Background: an optimization exercise with open tools, aiming at small area. Do not read the settings as production practice.
Only simulation tests tie the RTL to the original design; equivalence was not proved.
No activity file was given, so power comes from the tool's default toggle rates.

Setup of lane 1:
==> flow/design.v <==
package dsp_conv_pkg;
  typedef enum logic [1:0] {
    IDLE = 2'd0,
    LOAD = 2'd1,
    SWAP = 2'd2,
    DONE = 2'd3
  } krnl_state_t;
  function automatic integer krnl_words(input integer kern_sz, input integer img_d);
    krnl_words = kern_sz * kern_sz * img_d;
  endfunction
endpackage
module dsp_onehot_dec #(
  parameter int N = 8,
  parameter int W = 3
) (
  input  logic         i_en,
  input  logic [W-1:0] i_idx,
  output logic [N-1:0] o_onehot
);
  generate
    for (genvar gi = 0; gi < N; gi++) begin : g_bit
      assign o_onehot[gi] = i_en && (i_idx == W'(gi));
    end
  endgenerate
endmodule
module dsp_krnl_load_ctrl #(
  parameter int NUM_TILES = 480,
  parameter int KERN_SZ   = 3,
  parameter int IMG_D     = 6,
  parameter int A_W       = 14,
  parameter int M_W       = 18,
  localparam int KRNL_WORDS = dsp_conv_pkg::krnl_words(KERN_SZ, IMG_D),
  localparam int TILE_W     = $clog2(NUM_TILES)
) (
  input  logic                 clk,
  input  logic                 rst,
  input  logic                 ce,
  input  logic                 cmd_valid,
  output logic                 cmd_ready,
  input  logic [TILE_W-1:0]    cmd_tile,
  input  logic                 cmd_bank,
  input  logic                 cmd_swap,
  input  logic                 s_valid,
  output logic                 s_ready,
  input  logic [M_W-1:0]       s_data,
  output logic [A_W-1:0]       krnl_wraddr,
  output logic [M_W-1:0]       krnl_wrdata,
  output logic [NUM_TILES-1:0] krnl_bram1_wren,
  output logic [NUM_TILES-1:0] krnl_bram2_wren,
  output logic [NUM_TILES-1:0] ld_new_kernel,
  output logic                 busy,
  output logic                 done,
  output logic                 cmd_err
);
  localparam int               IDX_W    = $clog2(KRNL_WORDS);
  localparam logic [IDX_W-1:0] PREV_IDX = IDX_W'(KRNL_WORDS - 2);
  localparam int               LO_W     = 4;
  localparam int               LO_N     = 1 << LO_W;
  localparam int               HI_N     = (NUM_TILES + LO_N - 1) / LO_N;
  dsp_conv_pkg::krnl_state_t r_state;
  logic [TILE_W-1:0]    r_tile;
  logic                 r_bank;
  logic                 r_swap;
  logic                 r_first;    
  logic [IDX_W-1:0]     r_wraddr;   
  logic [M_W-1:0]       r_wrdata;
  logic                 r_wr;       
  logic                 r_ld;
  logic                 r_done;
  logic                 r_cmd_err;
  logic w_cmd_ready, w_s_ready, w_cmd_fire, w_tile_ok, w_beat, w_last;
  assign w_cmd_ready = (r_state == dsp_conv_pkg::IDLE) && ce && !rst;
  assign w_s_ready   = (r_state == dsp_conv_pkg::LOAD) && ce && !rst;
  assign w_cmd_fire  = cmd_valid && w_cmd_ready;
  assign w_tile_ok   = (cmd_tile < TILE_W'(NUM_TILES));
  assign w_beat      = s_valid && w_s_ready;
  assign w_last      = !r_first && (r_wraddr == PREV_IDX);
  always_ff @(posedge clk) begin
    if (rst) begin
      r_state   <= dsp_conv_pkg::IDLE;
      r_tile    <= '0;
      r_bank    <= 1'b0;
      r_swap    <= 1'b0;
      r_first   <= 1'b0;
      r_wraddr  <= '0;
      r_wrdata  <= '0;
      r_wr      <= 1'b0;
      r_ld      <= 1'b0;
      r_done    <= 1'b0;
      r_cmd_err <= 1'b0;
    end else begin
      r_wr      <= w_beat;
      r_ld      <= ce && (r_state == dsp_conv_pkg::SWAP);
      r_done    <= ce && (r_state == dsp_conv_pkg::DONE);
      r_cmd_err <= w_cmd_fire && !w_tile_ok;
      if (w_cmd_fire && w_tile_ok) begin
        r_state <= dsp_conv_pkg::LOAD;
        r_tile  <= cmd_tile;
        r_bank  <= cmd_bank;
        r_swap  <= cmd_swap;
        r_first <= 1'b1;
      end
      if (w_beat) begin
        r_wraddr <= r_first ? '0 : r_wraddr + IDX_W'(1);
        r_wrdata <= s_data;
        r_first  <= 1'b0;
        if (w_last) begin
          r_state <= r_swap ? dsp_conv_pkg::SWAP : dsp_conv_pkg::DONE;
        end
      end
      if (ce && (r_state == dsp_conv_pkg::SWAP)) begin
        r_state <= dsp_conv_pkg::DONE;
      end
      if (ce && (r_state == dsp_conv_pkg::DONE)) begin
        r_state <= dsp_conv_pkg::IDLE;
      end
    end
  end
  logic [LO_N-1:0] w_lo_n;
  logic [HI_N-1:0] w_hi1_n, w_hi2_n, w_hild_n;
  logic [TILE_W-LO_W-1:0] w_hi;
  assign w_hi = r_tile[TILE_W-1:LO_W];
  generate
    for (genvar gl = 0; gl < LO_N; gl++) begin : g_lo
      assign w_lo_n[gl] = !(r_tile[LO_W-1:0] == LO_W'(gl));
    end
    for (genvar gh = 0; gh < HI_N; gh++) begin : g_hi
      assign w_hi1_n[gh]  = !(r_wr && !r_bank && (w_hi == (TILE_W-LO_W)'(gh)));
      assign w_hi2_n[gh]  = !(r_wr && r_bank && (w_hi == (TILE_W-LO_W)'(gh)));
      assign w_hild_n[gh] = !(r_ld  && (w_hi == (TILE_W-LO_W)'(gh)));
    end
    for (genvar gi = 0; gi < NUM_TILES; gi++) begin : g_out
      assign krnl_bram1_wren[gi] = !(w_hi1_n[gi / LO_N]  || w_lo_n[gi % LO_N]);
      assign krnl_bram2_wren[gi] = !(w_hi2_n[gi / LO_N]  || w_lo_n[gi % LO_N]);
      assign ld_new_kernel[gi]   = !(w_hild_n[gi / LO_N] || w_lo_n[gi % LO_N]);
    end
  endgenerate
  assign cmd_ready   = w_cmd_ready;
  assign s_ready     = w_s_ready;
  assign busy        = (r_state != dsp_conv_pkg::IDLE);
  assign krnl_wraddr = A_W'(r_wraddr);
  assign krnl_wrdata = r_wrdata;
  assign done        = r_done;
  assign cmd_err     = r_cmd_err;
endmodule
clock: 4.0 ns
lec_check: 0
cap_margin: 20
core_area: 3 2.72 757 59.84
cts_buf_list: sky130_fd_sc_hd__clkbuf_4 sky130_fd_sc_hd__clkbuf_8
cts_cluster_diameter: 30
cts_cluster_size: 6
die_area: 0 0 760 62
setup_slack_margin: 0.1
slew_margin: 20
standard.sh (not shown) runs the stock make flow with config.mk's settings and CLKGATE_MAP_FILE= SYNTH_SCRIPT=/design/flow/synth_recipe.tcl, a recipe that flattens the netlist after the stock synthesis.
==> flow/flow/run.sh <==
#!/bin/bash
# The standard ORFS layout, except that:
# - the port buffers are the smallest buffer cell instead of the one
#   buffer_ports picks by default;
# - gates off the critical paths are downsized after global routing, and
#   flow/post_grt.tcl then repairs the slew, capacitance and timing limits.
set -euo pipefail
export BUFFER_PORTS_ARGS="-buffer_cell sky130_fd_sc_hd__buf_1"
export POST_GLOBAL_ROUTE_TCL="$PWD/flow/post_grt.tcl"
bash standard.sh RECOVER_POWER=100 finish > standard_flow.log 2>&1
==> flow/flow/post_grt.tcl <==
# Runs after global routing. Power recovery has downsized the gates that have
# timing slack, which can break the slew and capacitance limits: repair them,
# then any setup violations, legalising and rerouting after each repair.
estimate_parasitics -global_routing
repair_design_helper
global_route -start_incremental
detailed_placement
global_route -end_incremental
estimate_parasitics -global_routing
repair_timing_helper
global_route -start_incremental
detailed_placement
global_route -end_incremental
check_placement -verbose
Inputs modified between lane 1 and lane 2:
-- flow/design.v --
<<< lane 1, line 65
  logic [IDX_W-1:0]     r_wraddr;   
  logic [M_W-1:0]       r_wrdata;
  logic                 r_wr;       
  logic                 r_ld;
  logic                 r_done;
>>> lane 2, line 65
  logic [IDX_W-1:0]     r_wraddr;   
  logic [M_W-1:0]       r_wrdata;
  logic                 r_wr1;
  logic                 r_wr2;
  logic                 r_ld;
  logic                 r_done;
<<< lane 1, line 85
      r_wraddr  <= '0;
      r_wrdata  <= '0;
      r_wr      <= 1'b0;
      r_ld      <= 1'b0;
      r_done    <= 1'b0;
      r_cmd_err <= 1'b0;
    end else begin
      r_wr      <= w_beat;
      r_ld      <= ce && (r_state == dsp_conv_pkg::SWAP);
      r_done    <= ce && (r_state == dsp_conv_pkg::DONE);
>>> lane 2, line 86
      r_wraddr  <= '0;
      r_wrdata  <= '0;
      r_wr1     <= 1'b0;
      r_wr2     <= 1'b0;
      r_ld      <= 1'b0;
      r_done    <= 1'b0;
      r_cmd_err <= 1'b0;
    end else begin
      r_wr1     <= w_beat && !r_bank;
      r_wr2     <= w_beat && r_bank;
      r_ld      <= ce && (r_state == dsp_conv_pkg::SWAP);
      r_done    <= ce && (r_state == dsp_conv_pkg::DONE);
<<< lane 1, line 126
    end
    for (genvar gh = 0; gh < HI_N; gh++) begin : g_hi
      assign w_hi1_n[gh]  = !(r_wr && !r_bank && (w_hi == (TILE_W-LO_W)'(gh)));
      assign w_hi2_n[gh]  = !(r_wr && r_bank && (w_hi == (TILE_W-LO_W)'(gh)));
      assign w_hild_n[gh] = !(r_ld  && (w_hi == (TILE_W-LO_W)'(gh)));
    end
>>> lane 2, line 129
    end
    for (genvar gh = 0; gh < HI_N; gh++) begin : g_hi
      assign w_hi1_n[gh]  = !(r_wr1 && (w_hi == (TILE_W-LO_W)'(gh)));
      assign w_hi2_n[gh]  = !(r_wr2 && (w_hi == (TILE_W-LO_W)'(gh)));
      assign w_hild_n[gh] = !(r_ld  && (w_hi == (TILE_W-LO_W)'(gh)));
    end
- Lane 2 vs lane 1, endpoint of the worst setup timing path: ld_new_kernel[148] vs ld_new_kernel[21]
- Diff lane 1 -> lane 2: number of global-route vias before repair increased by 477 relative to the old numbers; routability-driven placement congestion ratio decreased by about 3% relative to the old numbers.
- Worst hold slack is higher on lane 1
- Relative to lane 1, the total detailed-routing wirelength of lane 2 is lower by 1.6%.
- In the metrics for lane 2 and lane 1, the one carrying the lower slew at the pin closest to its max-slew limit is lane 2.
- Diff lane 1 -> lane 2 | reported clock group power | down by a few percent
- Changes observed in lane 2 relative to lane 1: cell area after layout fell by 0.71%; part of the Yosys area used for sequential elements grew by 0.21 points.
- In terms of post-placement setup slack, lane 1 and lane 2 differ only marginally.

-- afterwards: timing with drivers on the ports --
In the flow no input, the clock included, has a driving cell. The finished layouts below were timed again as built, in two steps. Step 1 sets driving cells, clkbuf_16 on the clock port and buf_2 on the other inputs (assumed; they add their load-dependent delay and slew). Step 2 also shifts input and output timing later by t, the mid clock arrival at the registers, as if the neighbouring blocks saw the same clock. Slacks: ideal ports / drivers / drivers and shift; pairs: ideal ports / drivers.
| run | t, ns | setup slack, ns | hold slack, ns | worst setup path after step 2 | latest minus earliest clock arrival (ns) |
|---|---|---|---|---|---|
| lane 1 | 0.347 | 0.223 / 0.199 / 0.546 | 0.470 / 0.470 / 0.470 | register to output | 0.012 / 0.013 |
| lane 2 | 0.323 | 0.125 / 0.103 / 0.426 | 0.458 / 0.458 / 0.458 | register to output | 0.012 / 0.012 |
After both steps every run listed still meets setup and hold.
